Context: an optimization exercise on an open-source flow, tuned for small area and a short achievable clock period. The choices shown serve that exercise and are no tape-out recipe.
RTL that was checked went through simulation tests only; none was proved equivalent to the original.
Power and IR drop assume default switching activity.

==> run A: inputs <==
==> flow/design.v <==
`timescale 1ns/1ps
package rpi_sample_fifo_irq_pkg;
  localparam int SAMPLE_WIDTH          = 32;
  localparam int DEFAULT_DEPTH_LOG2    = 6;
  localparam int DEFAULT_IRQ_THRESHOLD = 32;
  localparam int DEFAULT_SYNC_STAGES   = 2;
  typedef enum logic [1:0] {
    IRQ_IDLE    = 2'd0,
    IRQ_ASSERT  = 2'd1,
    IRQ_RELEASE = 2'd2
  } irq_state_e;
endpackage
`timescale 1ns/1ps
module sync_edge_detect #(
  parameter int   STAGES    = 2,
  parameter logic RESET_VAL = 1'b1
) (
  input  logic clk_in,
  input  logic reset,
  input  logic async_in,
  output logic sync_out,
  output logic rise_pulse
);
  logic [STAGES-1:0] sync_q, sync_d;
  logic              prev_q, prev_d;
  always_comb begin
    sync_d = {sync_q[STAGES-2:0], async_in};
    prev_d = sync_q[STAGES-1];
  end
  always_ff @(posedge clk_in) begin
    if (reset) begin
      sync_q <= {STAGES{RESET_VAL}};
      prev_q <= RESET_VAL;
    end else begin
      sync_q <= sync_d;
      prev_q <= prev_d;
    end
  end
  assign sync_out   = sync_q[STAGES-1];
  assign rise_pulse = sync_q[STAGES-1] & ~prev_q;
endmodule
`timescale 1ns/1ps
module rpi_sample_fifo_irq
#(
  parameter int DATA_WIDTH    = rpi_sample_fifo_irq_pkg::SAMPLE_WIDTH,
  parameter int DEPTH_LOG2    = rpi_sample_fifo_irq_pkg::DEFAULT_DEPTH_LOG2,
  parameter int IRQ_THRESHOLD = rpi_sample_fifo_irq_pkg::DEFAULT_IRQ_THRESHOLD,
  parameter int SYNC_STAGES   = rpi_sample_fifo_irq_pkg::DEFAULT_SYNC_STAGES
) (
  input  logic                  clk_in,
  input  logic                  reset,
  input  logic [DATA_WIDTH-1:0] sample_in,
  input  logic                  sample_valid,
  input  logic                  rpi_rd_strobe,
  output logic [DATA_WIDTH-1:0] rpi_data,
  output logic                  rpi_data_valid,
  output logic                  interrupt_enable,
  output logic [DEPTH_LOG2:0]   fifo_level,
  output logic                  overflow,
  output logic                  underflow
);
  localparam int DEPTH   = 2**DEPTH_LOG2;    
  localparam int LEVEL_W = DEPTH_LOG2 + 1;
  localparam int RING    = 8;                
  logic [DEPTH-1:0][DATA_WIDTH-1:0] mem_q;
  logic [DATA_WIDTH-1:0] rpi_data_q;
  logic [RING-1:0]    wr_lo_q, wr_hi_q;
  logic [RING-1:0]    rd_lo_q, rd_hi_q;
  logic [LEVEL_W-1:0] level_q, level_d;
  logic               empty_q, empty_d;
  logic               full_q, full_d;
  logic               overflow_q, underflow_q, rpi_data_valid_q;
  logic               irq_q, release_q;
  logic strobe_sync, strobe_rise, pop_pulse;
  logic push_ok, pop_ok;
  sync_edge_detect #(
    .STAGES    (SYNC_STAGES),
    .RESET_VAL (1'b1)
  ) u_strobe_sync (
    .clk_in     (clk_in),
    .reset      (reset),
    .async_in   (rpi_rd_strobe),
    .sync_out   (strobe_sync),
    .rise_pulse (strobe_rise)
  );
  assign pop_pulse = strobe_rise & strobe_sync;
  assign pop_ok    = pop_pulse & ~empty_q;
  logic push_room;
  assign push_room = ~full_q | pop_pulse;
  assign push_ok   = sample_valid & push_room;
  logic [LEVEL_W-1:0] level_inc, level_dec, level_if_push, level_if_idle;
  always_comb begin
    level_inc     = level_q + LEVEL_W'(1);
    level_dec     = level_q - LEVEL_W'(1);
    level_if_push = (pop_ok | full_q) ? level_q : level_inc;
    level_if_idle = pop_ok ? level_dec : level_q;
    level_d       = sample_valid ? level_if_push : level_if_idle;
    empty_d       = sample_valid ? 1'b0 : (pop_ok ? (level_q == LEVEL_W'(1)) : empty_q);
    full_d        = sample_valid ? (full_q | (~pop_ok & (level_q == LEVEL_W'(DEPTH-1))))
                                 : (~pop_ok & full_q);
  end
  always_ff @(posedge clk_in) begin
    if (reset) begin
      wr_lo_q          <= RING'(1);
      wr_hi_q          <= RING'(1);
      rd_lo_q          <= RING'(1);
      rd_hi_q          <= RING'(1);
      level_q          <= '0;
      empty_q          <= 1'b1;
      full_q           <= 1'b0;
      overflow_q       <= 1'b0;
      underflow_q      <= 1'b0;
      rpi_data_valid_q <= 1'b0;
    end else begin
      if (push_ok) begin
        wr_lo_q <= {wr_lo_q[RING-2:0], wr_lo_q[RING-1]};
        if (wr_lo_q[RING-1]) wr_hi_q <= {wr_hi_q[RING-2:0], wr_hi_q[RING-1]};
      end
      if (pop_ok) begin
        rd_lo_q <= {rd_lo_q[RING-2:0], rd_lo_q[RING-1]};
        if (rd_lo_q[RING-1]) rd_hi_q <= {rd_hi_q[RING-2:0], rd_hi_q[RING-1]};
      end
      level_q          <= level_d;
      empty_q          <= empty_d;
      full_q           <= full_d;
      overflow_q       <= overflow_q  | (sample_valid & ~push_ok);
      underflow_q      <= underflow_q | (pop_pulse & empty_q);
      rpi_data_valid_q <= rpi_data_valid_q | pop_ok;
    end
  end
  logic [RING-1:0] wr_hi_en;
  assign wr_hi_en = {RING{sample_valid}} & {RING{push_room}} & wr_hi_q;
  for (genvar i = 0; i < DEPTH; i++) begin : g_row
    always_ff @(posedge clk_in) begin
      if (wr_hi_en[i / RING] & wr_lo_q[i % RING]) begin
        mem_q[i] <= sample_in;
      end
    end
  end
  logic [DATA_WIDTH-1:0] rd_data;
  logic [RING-1:0][DATA_WIDTH-1:0] rd_grp;
  always_comb begin
    rd_data = '0;
    for (int j = 0; j < RING; j++) begin
      rd_grp[j] = '0;
      for (int k = 0; k < RING; k++) begin
        rd_grp[j] = rd_grp[j] | ({DATA_WIDTH{rd_lo_q[k]}} & mem_q[j*RING+k]);
      end
      rd_data = rd_data | ({DATA_WIDTH{rd_hi_q[j]}} & rd_grp[j]);
    end
  end
  always_ff @(posedge clk_in) begin
    if (reset) begin
      rpi_data_q <= '0;
    end else if (pop_ok) begin
      rpi_data_q <= rd_data;
    end
  end
  always_ff @(posedge clk_in) begin
    if (reset) begin
      irq_q     <= 1'b0;
      release_q <= 1'b0;
    end else begin
      irq_q     <= irq_q ? ~empty_q : (~release_q & (level_q >= LEVEL_W'(IRQ_THRESHOLD)));
      release_q <= irq_q & empty_q;
    end
  end
  assign rpi_data         = rpi_data_q;
  assign rpi_data_valid   = rpi_data_valid_q;
  assign interrupt_enable = irq_q;
  assign fifo_level       = level_q;
  assign overflow         = overflow_q;
  assign underflow        = underflow_q;
endmodule
==> flow/run.sh <==
#!/bin/bash
# synth_recipe.tcl (not shown) runs the flow's synth.tcl, then flattens the netlist and writes it again
# the make line also repeats each setting of config.mk as NAME=value (left out here)
make -C /OpenROAD-flow-scripts/flow DESIGN_CONFIG=/design/flow/config.mk WORK_HOME=/design/flow/orfs CLKGATE_MAP_FILE= SYNTH_SCRIPT=/design/flow/synth_recipe.tcl finish
==> flow/config.mk <==
export PLATFORM = sky130hd
export DESIGN_NAME = rpi_sample_fifo_irq
export DESIGN_NICKNAME = rpi_sample_fifo_irq
export VERILOG_FILES = /design/flow/design.v
export SDC_FILE = /design/flow/constraint.sdc
export NUM_CORES = 4
export LEC_CHECK = 0
export ABC_CLOCK_PERIOD_IN_PS = 2000
export CAP_MARGIN = 20
export CORE_MARGIN = 2
export CORE_UTILIZATION = 50
export CTS_CLUSTER_DIAMETER = 80
export CTS_CLUSTER_SIZE = 30
export SETUP_SLACK_MARGIN = 1.9
export SLEW_MARGIN = 20
==> flow/constraint.sdc <==
create_clock -name core_clock -period 4.0 [get_ports {clk_in}]
set_input_delay 0.8000 -clock core_clock [delete_from_list [all_inputs] [get_ports {clk_in}]]
set_output_delay 0.8000 -clock core_clock [all_outputs]
set_load 0.01 [all_outputs]
==> inputs of run H, as changes to run A <==
--- a/flow/design.v
+++ b/flow/design.v
@@ -63,8 +63,11 @@
   localparam int LEVEL_W = DEPTH_LOG2 + 1;
   localparam int RING    = 8;                
+  localparam int RD_GRPS = 4;                
+  localparam int RD_ROWS = DEPTH / RD_GRPS;  
   logic [DEPTH-1:0][DATA_WIDTH-1:0] mem_q;
   logic [DATA_WIDTH-1:0] rpi_data_q;
   logic [RING-1:0]    wr_lo_q, wr_hi_q;
-  logic [RING-1:0]    rd_lo_q, rd_hi_q;
+  logic [RD_ROWS-1:0] rd_lo_q;
+  logic [RD_GRPS-1:0] rd_hi_q;
   logic [LEVEL_W-1:0] level_q, level_d;
   logic               empty_q, empty_d;
@@ -104,6 +107,6 @@
       wr_lo_q          <= RING'(1);
       wr_hi_q          <= RING'(1);
-      rd_lo_q          <= RING'(1);
-      rd_hi_q          <= RING'(1);
+      rd_lo_q          <= RD_ROWS'(1);
+      rd_hi_q          <= RD_GRPS'(1);
       level_q          <= '0;
       empty_q          <= 1'b1;
@@ -118,6 +121,6 @@
       end
       if (pop_ok) begin
-        rd_lo_q <= {rd_lo_q[RING-2:0], rd_lo_q[RING-1]};
-        if (rd_lo_q[RING-1]) rd_hi_q <= {rd_hi_q[RING-2:0], rd_hi_q[RING-1]};
+        rd_lo_q <= {rd_lo_q[RD_ROWS-2:0], rd_lo_q[RD_ROWS-1]};
+        if (rd_lo_q[RD_ROWS-1]) rd_hi_q <= {rd_hi_q[RD_GRPS-2:0], rd_hi_q[RD_GRPS-1]};
       end
       level_q          <= level_d;
@@ -130,5 +133,11 @@
   end
   logic [RING-1:0] wr_hi_en;
-  assign wr_hi_en = {RING{sample_valid}} & {RING{push_room}} & wr_hi_q;
+  fifo_write_gate #(.N(RING)) u_wr_gate (
+    .valid     (sample_valid),
+    .full      (full_q),
+    .rise      (strobe_rise),
+    .ring      (wr_hi_q),
+    .out       (wr_hi_en)
+  );
   for (genvar i = 0; i < DEPTH; i++) begin : g_row
     always_ff @(posedge clk_in) begin
@@ -138,15 +147,24 @@
     end
   end
+  logic [RD_GRPS-1:0][DATA_WIDTH-1:0] rd_grp_d, rd_grp_q;
+  for (genvar g = 0; g < RD_GRPS; g++) begin : g_rd_grp
+    fifo_read_mux #(.DEPTH(RD_ROWS), .WIDTH(DATA_WIDTH)) u_rd_mux (
+      .sel  (rd_lo_q),
+      .data (mem_q[g*RD_ROWS +: RD_ROWS]),
+      .out  (rd_grp_d[g])
+    );
+  end
+  logic [DATA_WIDTH-1:0] sample_prev_q;
+  logic                  bypass_q;
+  always_ff @(posedge clk_in) begin
+    rd_grp_q      <= rd_grp_d;
+    sample_prev_q <= sample_in;
+    bypass_q      <= push_ok & empty_q;
+  end
   logic [DATA_WIDTH-1:0] rd_data;
-  logic [RING-1:0][DATA_WIDTH-1:0] rd_grp;
   always_comb begin
     rd_data = '0;
-    for (int j = 0; j < RING; j++) begin
-      rd_grp[j] = '0;
-      for (int k = 0; k < RING; k++) begin
-        rd_grp[j] = rd_grp[j] | ({DATA_WIDTH{rd_lo_q[k]}} & mem_q[j*RING+k]);
-      end
-      rd_data = rd_data | ({DATA_WIDTH{rd_hi_q[j]}} & rd_grp[j]);
-    end
+    for (int g = 0; g < RD_GRPS; g++) rd_data = rd_data | ({DATA_WIDTH{rd_hi_q[g]}} & rd_grp_q[g]);
+    if (bypass_q) rd_data = sample_prev_q;
   end
   always_ff @(posedge clk_in) begin
@@ -173,2 +191,38 @@
   assign underflow        = underflow_q;
 endmodule
+module fifo_write_gate #(
+  parameter int N = 8
+) (
+  input  logic         valid,
+  input  logic         full,
+  input  logic         rise,
+  input  logic [N-1:0] ring,
+  output logic [N-1:0] out
+);
+  assign out = {N{valid & (~full | rise)}} & ring;
+endmodule
+module fifo_read_mux #(
+  parameter int DEPTH = 16,
+  parameter int WIDTH = 32
+) (
+  input  logic [DEPTH-1:0]            sel,
+  input  logic [DEPTH-1:0][WIDTH-1:0] data,
+  output logic [WIDTH-1:0]            out
+);
+  localparam int G = 4;
+  logic [DEPTH/G-1:0][WIDTH-1:0] grp;
+  always_comb begin
+    for (int g = 0; g < DEPTH/G; g++) begin
+      for (int b = 0; b < WIDTH; b++) begin
+        logic [G-1:0] t;
+        for (int k = 0; k < G; k++) t[k] = sel[g*G+k] & data[g*G+k][b];
+        grp[g][b] = |t;
+      end
+    end
+    for (int b = 0; b < WIDTH; b++) begin
+      logic [DEPTH/G-1:0] u;
+      for (int g = 0; g < DEPTH/G; g++) u[g] = grp[g][b];
+      out[b] = |u;
+    end
+  end
+endmodule
ABC_CLOCK_PERIOD_IN_PS = unset   (was 2000)
CORE_UTILIZATION = 45   (was 50)
CTS_CLUSTER_DIAMETER = 100   (was 80)
CTS_CLUSTER_SIZE = 25   (was 30)
SETUP_SLACK_MARGIN = 2.0   (was 1.9)
SYNTH_HIERARCHICAL = 1   (was unset)
==> inputs of run R, as changes to run A <==
--- a/flow/design.v
+++ b/flow/design.v
@@ -63,8 +63,11 @@
   localparam int LEVEL_W = DEPTH_LOG2 + 1;
   localparam int RING    = 8;                
+  localparam int RD_GRPS = 4;                
+  localparam int RD_ROWS = DEPTH / RD_GRPS;  
   logic [DEPTH-1:0][DATA_WIDTH-1:0] mem_q;
   logic [DATA_WIDTH-1:0] rpi_data_q;
   logic [RING-1:0]    wr_lo_q, wr_hi_q;
-  logic [RING-1:0]    rd_lo_q, rd_hi_q;
+  logic [RD_ROWS-1:0] rd_lo_q;
+  logic [RD_GRPS-1:0] rd_hi_q;
   logic [LEVEL_W-1:0] level_q, level_d;
   logic               empty_q, empty_d;
@@ -104,6 +107,6 @@
       wr_lo_q          <= RING'(1);
       wr_hi_q          <= RING'(1);
-      rd_lo_q          <= RING'(1);
-      rd_hi_q          <= RING'(1);
+      rd_lo_q          <= RD_ROWS'(1);
+      rd_hi_q          <= RD_GRPS'(1);
       level_q          <= '0;
       empty_q          <= 1'b1;
@@ -118,6 +121,6 @@
       end
       if (pop_ok) begin
-        rd_lo_q <= {rd_lo_q[RING-2:0], rd_lo_q[RING-1]};
-        if (rd_lo_q[RING-1]) rd_hi_q <= {rd_hi_q[RING-2:0], rd_hi_q[RING-1]};
+        rd_lo_q <= {rd_lo_q[RD_ROWS-2:0], rd_lo_q[RD_ROWS-1]};
+        if (rd_lo_q[RD_ROWS-1]) rd_hi_q <= {rd_hi_q[RD_GRPS-2:0], rd_hi_q[RD_GRPS-1]};
       end
       level_q          <= level_d;
@@ -130,5 +133,11 @@
   end
   logic [RING-1:0] wr_hi_en;
-  assign wr_hi_en = {RING{sample_valid}} & {RING{push_room}} & wr_hi_q;
+  fifo_write_gate #(.N(RING)) u_wr_gate (
+    .valid     (sample_valid),
+    .full      (full_q),
+    .rise      (strobe_rise),
+    .ring      (wr_hi_q),
+    .out       (wr_hi_en)
+  );
   for (genvar i = 0; i < DEPTH; i++) begin : g_row
     always_ff @(posedge clk_in) begin
@@ -138,15 +147,24 @@
     end
   end
+  logic [RD_GRPS-1:0][DATA_WIDTH-1:0] rd_grp_d, rd_grp_q;
+  for (genvar g = 0; g < RD_GRPS; g++) begin : g_rd_grp
+    fifo_read_mux #(.DEPTH(RD_ROWS), .WIDTH(DATA_WIDTH)) u_rd_mux (
+      .sel  (rd_lo_q),
+      .data (mem_q[g*RD_ROWS +: RD_ROWS]),
+      .out  (rd_grp_d[g])
+    );
+  end
+  logic [DATA_WIDTH-1:0] sample_prev_q;
+  logic                  bypass_q;
+  always_ff @(posedge clk_in) begin
+    rd_grp_q      <= rd_grp_d;
+    sample_prev_q <= sample_in;
+    bypass_q      <= push_ok & empty_q;
+  end
   logic [DATA_WIDTH-1:0] rd_data;
-  logic [RING-1:0][DATA_WIDTH-1:0] rd_grp;
   always_comb begin
     rd_data = '0;
-    for (int j = 0; j < RING; j++) begin
-      rd_grp[j] = '0;
-      for (int k = 0; k < RING; k++) begin
-        rd_grp[j] = rd_grp[j] | ({DATA_WIDTH{rd_lo_q[k]}} & mem_q[j*RING+k]);
-      end
-      rd_data = rd_data | ({DATA_WIDTH{rd_hi_q[j]}} & rd_grp[j]);
-    end
+    for (int g = 0; g < RD_GRPS; g++) rd_data = rd_data | ({DATA_WIDTH{rd_hi_q[g]}} & rd_grp_q[g]);
+    if (bypass_q) rd_data = sample_prev_q;
   end
   always_ff @(posedge clk_in) begin
@@ -173,2 +191,38 @@
   assign underflow        = underflow_q;
 endmodule
+module fifo_write_gate #(
+  parameter int N = 8
+) (
+  input  logic         valid,
+  input  logic         full,
+  input  logic         rise,
+  input  logic [N-1:0] ring,
+  output logic [N-1:0] out
+);
+  assign out = {N{valid & (~full | rise)}} & ring;
+endmodule
+module fifo_read_mux #(
+  parameter int DEPTH = 16,
+  parameter int WIDTH = 32
+) (
+  input  logic [DEPTH-1:0]            sel,
+  input  logic [DEPTH-1:0][WIDTH-1:0] data,
+  output logic [WIDTH-1:0]            out
+);
+  localparam int G = 4;
+  logic [DEPTH/G-1:0][WIDTH-1:0] grp;
+  always_comb begin
+    for (int g = 0; g < DEPTH/G; g++) begin
+      for (int b = 0; b < WIDTH; b++) begin
+        logic [G-1:0] t;
+        for (int k = 0; k < G; k++) t[k] = sel[g*G+k] & data[g*G+k][b];
+        grp[g][b] = |t;
+      end
+    end
+    for (int b = 0; b < WIDTH; b++) begin
+      logic [DEPTH/G-1:0] u;
+      for (int g = 0; g < DEPTH/G; g++) u[g] = grp[g][b];
+      out[b] = |u;
+    end
+  end
+endmodule
ABC_CLOCK_PERIOD_IN_PS = unset   (was 2000)
CORE_UTILIZATION = 40   (was 50)
CTS_CLUSTER_DIAMETER = 100   (was 80)
CTS_CLUSTER_SIZE = 25   (was 30)
SETUP_SLACK_MARGIN = 1.95   (was 1.9)
==> comparison <==
Against run A, the combinational power of run H is higher by about 11%. First-iteration DRC count: run R > run H > run A. The highest synthesized area belongs to run H, the lowest to run A. The lowest worst hold slack belongs to run H, the highest to run A. Between run H and run A, the lower sequential power is in run A (gap about 7%, measured against run A). Between run H and run A, the lower core utilization is in run H (gap 7.4 points). Run H finished with timing, DRC and antenna clean. Run R produced a clean layout. Run A passed the timing, design-rule and antenna checks.
For run A, only the layout was checked, not whether the RTL still works.

-- separate check: timing with driven ports --
No port has a modelled driver above. Below, the same layouts with a new extraction and two added sets of constraints. Step 1, drivers: a clkbuf_16 drives clk_in and a buf_2 each remaining input, both assumed. Step 2 moves the port delays by t, midway between the first and last clock arrival at a register: inputs arrive t later, outputs are due t later. That takes back most of the time a late clock gives input paths. Slacks: no drivers / after step 1 / after step 2; pairs: no drivers / after step 1.
run | shift t [ns] | setup slack, ns | slew at the worst register clock pin (ns) | worst data-port slew with drivers (ns)
run A | 0.829 | 1.236 / 1.236 / 1.102 | 0.12 / 0.12 | 0.19
run H | 0.832 | 1.825 / 1.735 / 1.349 | 0.11 / 0.11 | 0.14
run R | 0.843 | 1.817 / 1.738 / 1.263 | 0.11 / 0.11 | 0.10
After both steps every run listed still meets setup and hold. For run R, which loses most, drivers alone change the setup slack by -0.079 ns; drivers and shift together by -0.554 ns.
